From an optimization exercise on the open Yosys and OpenROAD flow, aimed at small area and a short achievable clock period; shortcuts taken in it are not production practice. The RTL was checked by simulation tests, not by an equivalence proof against the original design. Power is estimated from default activity; no workload was simulated.

==> build 97: inputs <==
// mm_top
module mm_top (
  input  logic        clk,
  input  logic        rst_n,
  input  logic        i_awvalid,
  output logic        o_awready,
  input  logic [7:0]  i_awaddr,
  input  logic        i_wvalid,
  output logic        o_wready,
  input  logic [31:0] i_wdata,
  input  logic [3:0]  i_wstrb,
  output logic        o_bvalid,
  input  logic        i_bready,
  output logic [1:0]  o_bresp,
  input  logic        i_arvalid,
  output logic        o_arready,
  input  logic [7:0]  i_araddr,
  output logic        o_rvalid,
  input  logic        i_rready,
  output logic [31:0] o_rdata,
  output logic [1:0]  o_rresp
);
==> flow/config.mk <==
export PLATFORM = sky130hd
export DESIGN_NAME = mm_top
export DESIGN_NICKNAME = mm_top
export VERILOG_FILES = /design/flow/design.v
export SDC_FILE = /design/flow/constraint.sdc
export NUM_CORES = 4
export LEC_CHECK = 0
export ABC_CLOCK_PERIOD_IN_PS = 4000
export CAP_MARGIN = 20
export CORE_MARGIN = 2
export CORE_UTILIZATION = 60
export PLACE_DENSITY = 0.7
export SETUP_SLACK_MARGIN = 4.5
export SLEW_MARGIN = 20
export SYNTH_HIERARCHICAL = 1
==> flow/constraint.sdc <==
create_clock -name core_clock -period 8.0 [get_ports {clk}]
set_input_delay 1.6000 -clock core_clock [delete_from_list [all_inputs] [get_ports {clk}]]
set_output_delay 1.6000 -clock core_clock [all_outputs]
set_load 0.01 [all_outputs]
run.sh (not shown) runs the stock make flow with config.mk's settings and CLKGATE_MAP_FILE= SYNTH_SCRIPT=/design/flow/synth_recipe.tcl, a recipe that flattens the netlist after the stock synthesis.
==> build 10: changes against build 97 <==
ABC_CLOCK_PERIOD_IN_PS = not set   (was 4000)
CORE_UTILIZATION = 40   (was 60)
PLACE_DENSITY = 0.6   (was 0.7)
SETUP_SLACK_MARGIN = not set   (was 4.5)
==> build 38: changes against build 97 <==
--- a/flow/design.v
+++ b/flow/design.v
@@ -31,16 +31,15 @@
   } axi_resp_t;
 endpackage
 `default_nettype wire
 `default_nettype none
 module mm_dot3 (
   input  wire [7:0]  i_a0, i_a1, i_a2,
   input  wire [7:0]  i_b0, i_b1, i_b2,
-  output wire [15:0] o_n0,
-  output wire [15:0] o_n1
+  output wire [47:0] o_st
 );
   wire pp1;
   wire pp2;
   wire pp3;
   wire pp4;
   wire pp5;
   wire pp6;
@@ -537,45 +536,14 @@
   wire s497;
   wire c498;
   wire s499;
   wire c500;
   wire s501;
   wire c502;
   wire s503;
-  wire s504;
-  wire c505;
-  wire s506;
-  wire c507;
-  wire s508;
-  wire c509;
-  wire s510;
-  wire c511;
-  wire s512;
-  wire c513;
-  wire s514;
-  wire c515;
-  wire s516;
-  wire c517;
-  wire s518;
-  wire c519;
-  wire s520;
-  wire c521;
-  wire s522;
-  wire c523;
-  wire s524;
-  wire c525;
-  wire s526;
-  wire c527;
-  wire s528;
-  wire c529;
-  wire s530;
-  wire c531;
-  wire s532;
-  wire c533;
-  wire s534;
   assign pp1 = ~(i_a0[0] & i_b0[0]);
   assign pp2 = ~(i_a0[0] & i_b0[1]);
   assign pp3 = ~(i_a0[0] & i_b0[2]);
   assign pp4 = ~(i_a0[0] & i_b0[3]);
   assign pp5 = ~(i_a0[0] & i_b0[4]);
   assign pp6 = ~(i_a0[0] & i_b0[5]);
   assign pp7 = ~(i_a0[0] & i_b0[6]);
@@ -916,32 +884,70 @@
   mm_fa u_s491 (.i_a(c448), .i_b(s451), .i_c(c450), .o_s(s491), .o_c(c492));
   mm_fa u_s493 (.i_a(c452), .i_b(s455), .i_c(c454), .o_s(s493), .o_c(c494));
   mm_fa u_s495 (.i_a(c456), .i_b(s459), .i_c(s461), .o_s(s495), .o_c(c496));
   mm_fa u_s497 (.i_a(s463), .i_b(c460), .i_c(s465), .o_s(s497), .o_c(c498));
   mm_fa u_s499 (.i_a(s467), .i_b(c464), .i_c(s469), .o_s(s499), .o_c(c500));
   mm_fa u_s501 (.i_a(s471), .i_b(c468), .i_c(s473), .o_s(s501), .o_c(c502));
   assign s503 = ~(c472);
-  mm_fa u_s504 (.i_a(pp1), .i_b(pp129), .i_c(1'b1), .o_s(s504), .o_c(c505));
-  mm_fa u_s506 (.i_a(pp9), .i_b(s475), .i_c(s421), .o_s(s506), .o_c(c507));
-  mm_fa u_s508 (.i_a(c476), .i_b(s425), .i_c(s477), .o_s(s508), .o_c(c509));
-  mm_fa u_s510 (.i_a(c478), .i_b(s429), .i_c(s479), .o_s(s510), .o_c(c511));
-  mm_fa u_s512 (.i_a(c480), .i_b(s433), .i_c(s481), .o_s(s512), .o_c(c513));
-  mm_fa u_s514 (.i_a(c482), .i_b(s437), .i_c(s483), .o_s(s514), .o_c(c515));
-  mm_fa u_s516 (.i_a(c484), .i_b(s441), .i_c(s485), .o_s(s516), .o_c(c517));
-  mm_fa u_s518 (.i_a(s445), .i_b(c486), .i_c(s487), .o_s(s518), .o_c(c519));
-  mm_fa u_s520 (.i_a(c488), .i_b(s449), .i_c(s489), .o_s(s520), .o_c(c521));
-  mm_fa u_s522 (.i_a(s453), .i_b(c490), .i_c(s491), .o_s(s522), .o_c(c523));
-  mm_fa u_s524 (.i_a(s457), .i_b(c492), .i_c(s493), .o_s(s524), .o_c(c525));
-  mm_fa u_s526 (.i_a(c458), .i_b(s495), .i_c(c494), .o_s(s526), .o_c(c527));
-  mm_fa u_s528 (.i_a(c462), .i_b(s497), .i_c(c496), .o_s(s528), .o_c(c529));
-  mm_fa u_s530 (.i_a(c466), .i_b(s499), .i_c(c498), .o_s(s530), .o_c(c531));
-  mm_fa u_s532 (.i_a(c470), .i_b(s501), .i_c(c500), .o_s(s532), .o_c(c533));
-  assign s534 = s503 ^ c474 ^ c502;
-  assign o_n0 = {s534, s532, s530, s528, c525, c523, c521, c519, c517, c515, c513, c511, c509, c507, c505, pp65};
-  assign o_n1 = {c533, c531, c529, c527, s526, s524, s522, s520, s518, s516, s514, s512, s510, s508, s506, s504};
+  assign o_st = {c474, s503, c502, c470, s501, c500, c466, s499, c498, c462, s497, c496, c458, s495, c494, s457, s493, c492, s453, s491, c490, s449, s489, c488, s445, s487, c486, s441, s485, c484, s437, s483, c482, s433, s481, c480, s429, s479, c478, s425, s477, c476, s421, pp9, s475, pp65, pp129, pp1};
+endmodule
+module mm_dot3_fin (
+  input  wire [47:0] i_st,
+  output wire [15:0] o_n0,
+  output wire [15:0] o_n1
+);
+  wire s1;
+  wire c2;
+  wire s3;
+  wire c4;
+  wire s5;
+  wire c6;
+  wire s7;
+  wire c8;
+  wire s9;
+  wire c10;
+  wire s11;
+  wire c12;
+  wire s13;
+  wire c14;
+  wire s15;
+  wire c16;
+  wire s17;
+  wire c18;
+  wire s19;
+  wire c20;
+  wire s21;
+  wire c22;
+  wire s23;
+  wire c24;
+  wire s25;
+  wire c26;
+  wire s27;
+  wire c28;
+  wire s29;
+  wire c30;
+  wire s31;
+  mm_fa u_s1 (.i_a(i_st[0]), .i_b(i_st[1]), .i_c(1'b1), .o_s(s1), .o_c(c2));
+  mm_fa u_s3 (.i_a(i_st[3]), .i_b(i_st[4]), .i_c(i_st[5]), .o_s(s3), .o_c(c4));
+  mm_fa u_s5 (.i_a(i_st[6]), .i_b(i_st[7]), .i_c(i_st[8]), .o_s(s5), .o_c(c6));
+  mm_fa u_s7 (.i_a(i_st[10]), .i_b(i_st[11]), .i_c(i_st[9]), .o_s(s7), .o_c(c8));
+  mm_fa u_s9 (.i_a(i_st[12]), .i_b(i_st[13]), .i_c(i_st[14]), .o_s(s9), .o_c(c10));
+  mm_fa u_s11 (.i_a(i_st[15]), .i_b(i_st[16]), .i_c(i_st[17]), .o_s(s11), .o_c(c12));
+  mm_fa u_s13 (.i_a(i_st[18]), .i_b(i_st[19]), .i_c(i_st[20]), .o_s(s13), .o_c(c14));
+  mm_fa u_s15 (.i_a(i_st[21]), .i_b(i_st[22]), .i_c(i_st[23]), .o_s(s15), .o_c(c16));
+  mm_fa u_s17 (.i_a(i_st[24]), .i_b(i_st[25]), .i_c(i_st[26]), .o_s(s17), .o_c(c18));
+  mm_fa u_s19 (.i_a(i_st[27]), .i_b(i_st[28]), .i_c(i_st[29]), .o_s(s19), .o_c(c20));
+  mm_fa u_s21 (.i_a(i_st[30]), .i_b(i_st[31]), .i_c(i_st[32]), .o_s(s21), .o_c(c22));
+  mm_fa u_s23 (.i_a(i_st[33]), .i_b(i_st[34]), .i_c(i_st[35]), .o_s(s23), .o_c(c24));
+  mm_fa u_s25 (.i_a(i_st[36]), .i_b(i_st[37]), .i_c(i_st[38]), .o_s(s25), .o_c(c26));
+  mm_fa u_s27 (.i_a(i_st[39]), .i_b(i_st[40]), .i_c(i_st[41]), .o_s(s27), .o_c(c28));
+  mm_fa u_s29 (.i_a(i_st[42]), .i_b(i_st[43]), .i_c(i_st[44]), .o_s(s29), .o_c(c30));
+  assign s31 = i_st[45] ^ i_st[46] ^ i_st[47];
+  assign o_n0 = {c30, c28, c26, c24, c22, c20, c18, c16, c14, c12, c10, c8, c6, c4, c2, i_st[2]};
+  assign o_n1 = {s31, s29, s27, s25, s23, s21, s19, s17, s15, s13, s11, s9, s7, s5, s3, s1};
 endmodule
 module mm_fa (input wire i_a, i_b, i_c, output wire o_s, o_c);
   assign o_s = i_a ^ i_b ^ i_c;
   assign o_c = (i_a & i_b) | (i_a & i_c) | (i_b & i_c);
 endmodule
 module mm_ha (input wire i_a, i_b, output wire o_s, o_c);
   assign o_s = i_a ^ i_b;
@@ -1096,36 +1102,37 @@
       done_q <= 1'b1;
     end
   end
   always_ff @(posedge clk) begin
     if (accept) cnt_q <= 3'd0;
     else if (busy_q) cnt_q <= cnt_q + 3'd1;
   end
-  logic [15:0] dot_n0;
-  logic [15:0] dot_n1;
-  logic [15:0] cs0_q;
-  logic [15:0] cs1_q;
+  logic [47:0] dot_st;
+  logic [47:0] st_q;
+  logic [15:0] fin_n0;
+  logic [15:0] fin_n1;
   logic [15:0] sum;
   logic        ring_we;
   logic [15:0] ring_q [9];
   mm_dot3 u_dot (
     .i_a0 (a_q[0][0]),
     .i_a1 (a_q[1][0]),
     .i_a2 (a_q[2][0]),
     .i_b0 (bsel_q[0]),
     .i_b1 (bsel_q[1]),
     .i_b2 (bsel_q[2]),
-    .o_n0 (dot_n0),
-    .o_n1 (dot_n1)
+    .o_st (dot_st)
   );
-  always_ff @(posedge clk) begin
-    cs0_q <= dot_n0;
-    cs1_q <= dot_n1;
-  end
-  assign sum     = ~(cs0_q + cs1_q + 16'd1);
+  always_ff @(posedge clk) st_q <= dot_st;
+  mm_dot3_fin u_fin (
+    .i_st (st_q),
+    .o_n0 (fin_n0),
+    .o_n1 (fin_n1)
+  );
+  assign sum     = ~(fin_n0 + fin_n1 + 16'd1);
   assign ring_we = accept || busy_q;
   always_ff @(posedge clk) begin
     ring_q[0] <= ring_we ? sum : ring_q[8];
     for (int p = 1; p < 9; p++) ring_q[p] <= ring_q[p-1];
   end
   logic        arready_q;
   logic        rvalid_q;
CTS_CLUSTER_DIAMETER = 100   (was not set)
CTS_CLUSTER_SIZE = 24   (was not set)
SETUP_SLACK_MARGIN = 4.47   (was 4.5)
==> qor summary <==
Leakage power total: build 10 0.00744 µW; build 97 0.00796 µW; build 38 0.00738 µW
Core region area: build 10 46500 µm²; build 97 30700 µm²; build 38 32300 µm²
Maximum number of pins on one net before global-route repair: build 10 35; build 97 33; build 38 35
Largest class: build 10 registers; build 97 multi-input combinational cells; build 38 registers
Proportion of cell area occupied by multi-input gates: build 10 41.9%; build 97 42.8%; build 38 43.6%
Detail Route met3 WL: build 10 2.61 mm; build 97 3.45 mm; build 38 3.08 mm
Delay of the slowest cell on the worst path: build 10 0.84 ns; build 97 0.56 ns; build 38 0.11 ns
Grt met1 use: build 10 25.0%; build 97 37.1%; build 38 35.6%
Area share of and/or/nand/nor cells after synthesis: build 10 10.8%; build 97 10.8%; build 38 10.3%
Final Routed Wirelength: build 10 44.2 mm; build 97 45.9 mm; build 38 42.9 mm
Run status: build 10 no timing/DRC/antenna violations; build 97 no timing/DRC/antenna violations; build 38 no timing/DRC/antenna violations
Depth of the most critical reg-to-reg path: build 10 8; build 97 8; build 38 7
Clock-pin slew of the registers on the worst-case setup and hold paths: build 10 0.06 ns; build 97 0.06 ns; build 38 0.09 ns
Critical-path cell with the highest stage delay: build 10 clkdlybuf4s50_1; build 97 fa_2; build 38 buf_6
Number of buffers added by the clock tree synthesis step: build 10 42; build 97 40; build 38 21
Mean instance size in the synthesized netlist: build 10 12.1 µm²; build 97 12.1 µm²; build 38 12.1 µm²
Headroom to the max-slew limit: build 10 27.9%; build 97 42.8%; build 38 46.4%
Comb pwr share: build 10 5.1%; build 97 6.0%; build 38 6.6%
1st-pass router iterations: build 10 7; build 97 6; build 38 7
HPWL after detailed placement: build 10 30.4 mm; build 97 28.7 mm; build 38 29.4 mm

## port drivers added, routing unchanged
No port has a modelled driver above. Below, the same layouts with a new extraction and two added sets of constraints. Step 1, drivers: a clkbuf_16 drives clk and a buf_2 each remaining input, both assumed. Step 2 times the ports against the registers' clock, not the clock port: input delays grow and output delays shrink by t, the midpoint of the rising clock arrivals with the driver on. Slacks: ideal ports / drivers / drivers and shift; pairs: ideal ports / drivers.
run	t (ns)	slack for setup (ns)	hold WS [ns]	worst setup path at the end	slew at the worst register clock pin (ns)
build 97	0.577	4.107 / 4.107 / 4.045	0.345 / 0.345 / 0.345	input to register	0.07 / 0.07
build 10	0.605	3.381 / 3.406 / 2.801	0.346 / 0.346 / 0.346	input to register	0.07 / 0.07
build 38	0.574	4.476 / 4.446 / 3.977	0.346 / 0.346 / 0.346	input to register	0.10 / 0.10
After both steps setup and hold are still met in every run listed. The setup slack of build 10, which loses most, moves by +0.025 ns with the drivers and by -0.580 ns with both steps.
